From an optimization exercise on the open Yosys and OpenROAD flow, aimed at small area and a short achievable clock period; shortcuts taken in it are not production practice.
The RTL was checked by simulation tests, not by an equivalence proof against the original design.
No activity file was given, so power comes from the tool's default toggle rates.

## run 1
==> module data_memory_sized, before the edit <==
module data_memory_sized #(
    parameter int DEPTH       = 32,
    parameter int ADDR_W      = 64,
    parameter int WAIT_CYCLES = 1
) (
    input  logic              clk,
    input  logic              reset,
    input  logic              req_valid,
    output logic              req_ready,
    input  logic              req_wr,
    input  logic [ADDR_W-1:0] req_addr,
    input  logic [1:0]        req_size,
    input  logic              req_unsigned,
    input  logic [63:0]       req_wdata,
    output logic              resp_valid,
    output logic [63:0]       resp_rdata,
    output logic              resp_err
);
    localparam int IDX_W = $clog2(DEPTH);
    logic idle_q, wait_q, exec_q, resp_q, busy_q;
    always_ff @(posedge clk or posedge reset) begin
        if (reset) begin
            idle_q <= 1'b1;
            wait_q <= 1'b0;
            exec_q <= 1'b0;
            resp_q <= 1'b0;
            busy_q <= 1'b0;
        end else begin
            idle_q <= resp_q | (idle_q & ~req_valid);
            wait_q <= idle_q & req_valid;
            exec_q <= wait_q;
            resp_q <= exec_q;
            busy_q <= ~resp_q & (busy_q | req_valid);
        end
    end
    assign req_ready  = ~busy_q;
    assign resp_valid = resp_q;
    logic [DEPTH-1:0][63:0] mem_q;
    logic [DEPTH-1:0]       vld_q;
    logic             mis_in;
    logic             oor_in;
    always_comb begin
        case (req_size)
            2'd1:    mis_in = req_addr[0];
            2'd2:    mis_in = |req_addr[1:0];
            2'd3:    mis_in = |req_addr[2:0];
            default: mis_in = 1'b0;
        endcase
    end
    assign oor_in = |req_addr[ADDR_W-1:IDX_W+3];
    logic [7:0] be_in;
    logic [3:0] keep_in;
    always_comb begin
        for (int j = 0; j < 8; j++) begin
            case (req_size)
                2'd0:    be_in[j] = (req_addr[2:0] == j[2:0]);
                2'd1:    be_in[j] = (req_addr[2:1] == j[2:1]);
                2'd2:    be_in[j] = (req_addr[2] == j[2]);
                default: be_in[j] = 1'b1;
            endcase
        end
        for (int g = 0; g < 4; g++) begin
            keep_in[g] = ~(req_wr & be_in[2*g] & be_in[2*g+1]);
        end
    end
    logic [63:0]      wd1_q;
    logic [4*DEPTH-1:0] rsel1_q;      
    logic [IDX_W-1:0] idx1_q;
    logic [2:0]       off1_q;
    logic [1:0]       size1_q;
    logic             uns1_q;
    logic             wr1_q;
    logic             err1_q;
    always_ff @(posedge clk) begin
        wd1_q   <= req_wdata;
        off1_q  <= req_addr[2:0];
        size1_q <= req_size;
        uns1_q  <= req_unsigned;
        wr1_q   <= req_wr;
        err1_q  <= oor_in | mis_in;
        idx1_q  <= req_addr[IDX_W+2:3];
        for (int g = 0; g < 4; g++) begin
            for (int w = 0; w < DEPTH; w++) begin
                rsel1_q[g*DEPTH+w] <= (req_addr[IDX_W+2:3] == w[IDX_W-1:0]) & vld_q[w] & keep_in[g];
            end
        end
    end
    logic [DEPTH-1:0]       wsel_q;    
    logic [63:0]            m_q;       
    always_ff @(posedge clk or posedge reset) begin
        if (reset) begin
            vld_q <= '0;
        end else begin
            vld_q <= vld_q | wsel_q;
        end
    end
    always_ff @(posedge clk) begin
        for (int w = 0; w < DEPTH; w++) begin
            if (wsel_q[w]) begin
                mem_q[w] <= m_q;
            end
        end
    end
    logic [63:0] old;
    always_comb begin
        logic [63:0] acc;
        acc = 64'd0;
        for (int w = 0; w < DEPTH; w++) begin
            logic [63:0] word, rs;
            word = mem_q[w];
            for (int g = 0; g < 4; g++) rs[16*g +: 16] = {16{rsel1_q[g*DEPTH+w]}};
            acc = acc | (word & rs);
        end
        old = acc;
    end
    logic [63:0] merged;
    always_comb begin
        for (int j = 0; j < 8; j++) begin
            logic [2:0] src;
            logic       be;
            case (size1_q)
                2'd0:    begin src = 3'd0;           be = (off1_q == j[2:0]);      end
                2'd1:    begin src = {2'b00, j[0]};  be = (off1_q[2:1] == j[2:1]); end
                2'd2:    begin src = {1'b0, j[1:0]}; be = (off1_q[2] == j[2]);     end
                default: begin src = j[2:0];         be = 1'b1;                    end
            endcase
            merged[8*j +: 8] = (wr1_q && be) ? wd1_q[8*src +: 8] : old[8*j +: 8];
        end
    end
    logic [63:0] l_q;
    logic [7:0]  s0_q;     
    logic [3:0]  s1_q;     
    logic [1:0]  s2_q;     
    logic        s3_q;     
    logic [7:0]  sg_q;     
    logic        e1_q;     
    logic        e2_q;     
    logic        e4_q;     
    logic        err2_q;
    always_ff @(posedge clk or posedge reset) begin
        if (reset) begin
            wsel_q <= '0;
        end else begin
            for (int w = 0; w < DEPTH; w++) begin
                wsel_q[w] <= wait_q & wr1_q & ~err1_q & (idx1_q == w[IDX_W-1:0]);
            end
        end
    end
    wire       ld  = ~wr1_q & ~err1_q;
    wire [2:0] top = off1_q | ((3'd1 << size1_q) - 3'd1);    
    always_ff @(posedge clk) begin
        m_q  <= merged;
        l_q  <= old;
        for (int k = 0; k < 8; k++) s0_q[k] <= ld & (off1_q == k[2:0]);
        for (int k = 0; k < 4; k++) s1_q[k] <= ld & (size1_q != 2'd0) & (off1_q[2:1] == k[1:0]);
        for (int k = 0; k < 2; k++) s2_q[k] <= ld & size1_q[1] & (off1_q[2] == k[0]);
        s3_q <= ld & (size1_q == 2'd3);
        for (int k = 0; k < 8; k++) sg_q[k] <= ld & ~uns1_q & (size1_q != 2'd3) & (top == k[2:0]);
        e1_q <= (size1_q == 2'd0);
        e2_q <= ~size1_q[1];
        e4_q <= (size1_q != 2'd3);
        err2_q <= err1_q;
    end
    logic [63:0] loaded;
    always_comb begin
        logic [7:0]  b0, b1, msb;
        logic [15:0] b23;
        logic        sgn;
        b0 = 8'd0;
        for (int k = 0; k < 8; k++) b0 = b0 | (l_q[8*k +: 8] & {8{s0_q[k]}});
        b1 = 8'd0;
        for (int k = 0; k < 4; k++) b1 = b1 | (l_q[16*k+8 +: 8] & {8{s1_q[k]}});
        b23 = (l_q[31:16] & {16{s2_q[0]}}) | (l_q[63:48] & {16{s2_q[1]}});
        for (int k = 0; k < 8; k++) msb[k] = l_q[8*k+7];
        sgn = |(msb & sg_q);
        loaded[7:0]   = b0;
        loaded[15:8]  = b1  | {8{sgn & e1_q}};
        loaded[31:16] = b23 | {16{sgn & e2_q}};
        loaded[63:32] = (l_q[63:32] & {32{s3_q}}) | {32{sgn & e4_q}};
    end
    logic [63:0] rdata_q;
    logic        rerr_q;
    always_ff @(posedge clk) begin
        rdata_q <= loaded;
        rerr_q  <= err2_q;
    end
    assign resp_rdata = rdata_q;
    assign resp_err   = rerr_q;
endmodule
export LEC_CHECK = 0
export CAP_MARGIN = 20
export CORE_MARGIN = 2
export CORE_UTILIZATION = 55
export CTS_CLUSTER_DIAMETER = 60
export CTS_CLUSTER_SIZE = 30
export PLACE_DENSITY = 0.65
export SETUP_SLACK_MARGIN = 3.4
export SLEW_MARGIN = 20
create_clock -name core_clock -period 5.5 [get_ports {clk}]
run.sh (not shown) runs the stock make flow with config.mk's settings and CLKGATE_MAP_FILE= SYNTH_SCRIPT=/design/flow/synth_recipe.tcl, a recipe that flattens the netlist after the stock synthesis.
#### Input delta (run 2 over run 1)
--- a/flow/design.v
+++ b/flow/design.v
@@ -23,17 +23,17 @@
             idle_q <= 1'b1;
             wait_q <= 1'b0;
             exec_q <= 1'b0;
             resp_q <= 1'b0;
             busy_q <= 1'b0;
         end else begin
-            idle_q <= resp_q | (idle_q & ~req_valid);
+            idle_q <= ~(wait_q | exec_q | (idle_q & req_valid));
             wait_q <= idle_q & req_valid;
             exec_q <= wait_q;
             resp_q <= exec_q;
-            busy_q <= ~resp_q & (busy_q | req_valid);
+            busy_q <= wait_q | exec_q | (~busy_q & req_valid);
         end
     end
     assign req_ready  = ~busy_q;
     assign resp_valid = resp_q;
     logic [DEPTH-1:0][63:0] mem_q;
     logic [DEPTH-1:0]       vld_q;
Results
- In the reports for run 1 and run 2, the larger largest net degree at the start of global routing belongs to run 1.
- As far as core occupancy in the finished layout is concerned, run 1 and run 2 perform about the same.
- On overall via count from detail_route, run 2 tracks run 1 almost exactly.
- Looking at run 1 and run 2, the width of the die is a wash.
- Worst vdd rail ir drop (higher): run 1
- Run 2 vs. run 1: non-clock buffer count up about 2.7%; area enclosed by the die boundary flat; hold slack flat.

[separate check: timing with driven ports]
The results above use ideal ports. As a check the final layouts listed here were re-extracted and re-timed, cells and wires unchanged. Step 1: set_driving_cell puts a clkbuf_16 on clk and a buf_2 on each other input, an assumption about the parent block. Step 2 times the ports against the registers' clock, not the clock port: input delays grow and output delays shrink by t, the midpoint of the rising clock arrivals with the driver on. Three values: ideal ports, drivers, drivers and shift; two values: the first two.
run | shift t [ns] | slack for setup (ns) | slew at the worst register clock pin (ns)
run 1 | 0.901 | 3.016 / 2.935 / 2.523 | 0.11 / 0.11
run 2 | 0.906 | 3.042 / 2.959 / 2.456 | 0.11 / 0.11
After both steps setup and hold are still met in every run listed. The setup slack of run 2, which loses most, moves by -0.083 ns with the drivers and by -0.586 ns with both steps.
